Context: an optimization exercise on an open-source flow, tuned for small area, a short achievable clock period and few clock cycles per item. The choices shown serve that exercise and are no tape-out recipe.
Where RTL was checked, it was by simulation tests only, not by an equivalence proof against the original.

Setup of v1:
==> flow/design.v (excerpt) <==
module adc_scan_scale_smooth (
   input  logic                clock,
   input  logic                reset,
   input  logic                req_valid,
   output logic                req_ready,
   input  logic [13:0]         req_sample,
   output logic                rsp_valid,
   input  logic                rsp_ready,
   output logic [1:0]          rsp_channel,
   output logic signed [31:0]  rsp_smoothed_value,
   output logic [7:0]          rsp_next_mux,
   input  logic                csr_we,
   input  logic [2:0]          csr_index,
   input  logic [31:0]         csr_wdata
);
export LEC_CHECK = 0
export CAP_MARGIN = 20
export CORE_MARGIN = 2
export CORE_UTILIZATION = 40
export CTS_BUF_LIST = sky130_fd_sc_hd__clkbuf_8
export CTS_CLUSTER_SIZE = 20
export SLEW_MARGIN = 20
create_clock -name core_clock -period 9.5 [get_ports {clock}]
standard.sh (not shown) runs the stock make flow with config.mk's settings and CLKGATE_MAP_FILE= SYNTH_SCRIPT=/design/flow/synth_recipe.tcl, a recipe that flattens the netlist after the stock synthesis.
==> flow/flow/run.sh <==
#!/bin/bash
# The standard layout, with three changes to how it is made:
#  - Yosys synth without its early "abc -fast" pass (-noabc), so that
#    extract_fa finds the carry-save adders without inverted polarities;
#  - port buffers of a plain buffer cell instead of the default delay cell;
#  - timing repair aimed 5.5 ns below the clock period.
# The clock period, SDC and everything else are the standard flow's. Each tool's output is
# in orfs/logs/ (ORFS) and in standard.log.
set -euo pipefail
bash standard.sh SYNTH_ARGS=-noabc SETUP_SLACK_MARGIN=5.75 \
  "BUFFER_PORTS_ARGS=-buffer_cell sky130_fd_sc_hd__buf_2" finish > standard.log 2>&1
v1 finished end to end and its layout was clean on timing, DRC and antenna.
diff inputs: v1 => v4
-- flow/design.v --
<<< v1, line 277
   localparam int W1 = 45;    
   localparam int W2 = 48;    
   logic [1:0]         ptr_ff;
   logic               isk_v_ff;
>>> v4, line 277
   localparam int W1 = 45;    
   localparam int W2 = 48;    
   localparam [32:0] T274 = 33'd0 - (33'd274 << 16);
   logic [1:0]         ptr_ff;
   logic               isk_v_ff;
<<< v1, line 292
   logic [W1-1:0]      ps_ff, pc_ff;
   logic signed [31:0] val_ff;
   logic signed [32:0] diff_ff;
   logic [8:0]         a_one_ff, a_two_ff, a_neg_ff;
>>> v4, line 293
   logic [W1-1:0]      ps_ff, pc_ff;
   logic signed [31:0] val_ff;
   logic               tadj_ff;      
   logic signed [32:0] diff_ff;
   logic [8:0]         a_one_ff, a_two_ff, a_neg_ff;
<<< v1, line 353
   logic signed [31:0] value;
   assign p    = ps_ff + pc_ff;
   logic [12:0] lo12;
   logic [15:0] ks, kc;
   adcsss_csa_tree #(.N(3), .W(16)) u_tree_k (
      .rows  ({16'd65262, pc_ff[27:12], ps_ff[27:12]}),
      .sum   (ks),
      .carry (kc)
   );
   assign lo12 = {1'b0, ps_ff[11:0]} + {1'b0, pc_ff[11:0]};
   assign kk   = ks + kc + {15'd0, lo12[12]};
   assign tsat = kk[15] && (kk <= 16'd65261);
   assign tval = tsat ? 32'sh7fff_ffff : {kk, 16'd55706};
   assign gval = (p[44:35] == {10{p[35]}}) ? p[35:4]
>>> v4, line 355
   logic signed [31:0] value;
   assign p    = ps_ff + pc_ff;
   assign kk   = p[27:12];
   assign tsat = (kk >= 16'd33042);
   assign tval = tsat ? 32'sh7fff_ffff : {kk, 16'd55706};
   assign gval = (p[44:35] == {10{p[35]}}) ? p[35:4]
<<< v1, line 384
      endcase
   end
   adcsss_booth_enc #(.D(9)) u_aenc (
      .y   ({1'b0, alpha}),
>>> v4, line 378
      endcase
   end
   logic [32:0] d3s, d3c;
   logic [32:0] diff_in;
   adcsss_csa_tree #(.N(3), .W(33)) u_tree_d (
      .rows  ({tadj_ff ? T274 : 33'd0, ~{avg4[31], avg4}, {val_ff[31] && !tadj_ff, val_ff}}),
      .sum   (d3s),
      .carry (d3c)
   );
   assign diff_in = d3s + d3c + 33'd1;
   adcsss_booth_enc #(.D(9)) u_aenc (
      .y   ({1'b0, alpha}),
<<< v1, line 476
         pc_ff    <= pc_in;
         val_ff   <= value;
         diff_ff  <= $signed({val_ff[31], val_ff}) - $signed({avg4[31], avg4});
         a_one_ff <= a_one;
         a_two_ff <= a_two;
>>> v4, line 478
         pc_ff    <= pc_in;
         val_ff   <= value;
         tadj_ff  <= (ch3_ff == adcsss_pkg::CH_TEMP) && !tsat;
         diff_ff  <= diff_in;
         a_one_ff <= a_one;
         a_two_ff <= a_two;
### Flow results
Comparing v4 and v1, the higher quantity of gates resized following cts was measured on v4.
Hold slack: v1 vs v4, no meaningful difference
v4: pin count of the biggest net entering global routing is about 1.6% higher than what v1 reported.
From v1 to v4 the numbers moved as follows: global-route wire length before repair lost 1.1 mm; finished layout cell area rose by 920 sq um; layout buffer count excluding clock buffers picked up an extra about 7%.
Testbench counts of v4, summed over its fixed seeds: cycles 4,856, samples 4,800.
For v1, only the layout was checked, not whether the RTL still works.

## afterwards: timing with drivers on the ports
The results above use ideal ports. As a check the final layouts listed here were re-extracted and re-timed, cells and wires unchanged.
Step 1, drivers: a clkbuf_16 drives clock and a buf_2 each remaining input, both assumed.
Step 2 moves the port delays by t, midway between the first and last clock arrival at a register: inputs arrive t later, outputs are due t later. That takes back most of the time a late clock gives input paths.
a / b / c = ideal / step 1 / step 2; a / b = the first two.
run	t, ns	setup WS [ns]	hold slack, ns	worst setup path at the end	worst register clock-pin slew, ns
v1	0.917	5.086 / 5.086 / 5.020	0.453 / 0.453 / 0.453	input to register	0.08 / 0.08
v4	0.909	5.495 / 5.495 / 4.930	0.453 / 0.453 / 0.453	input to register	0.08 / 0.08
After both steps every run listed still meets setup and hold. For v4, which loses most, drivers alone change the setup slack by 0.000 ns; drivers and shift together by -0.565 ns.
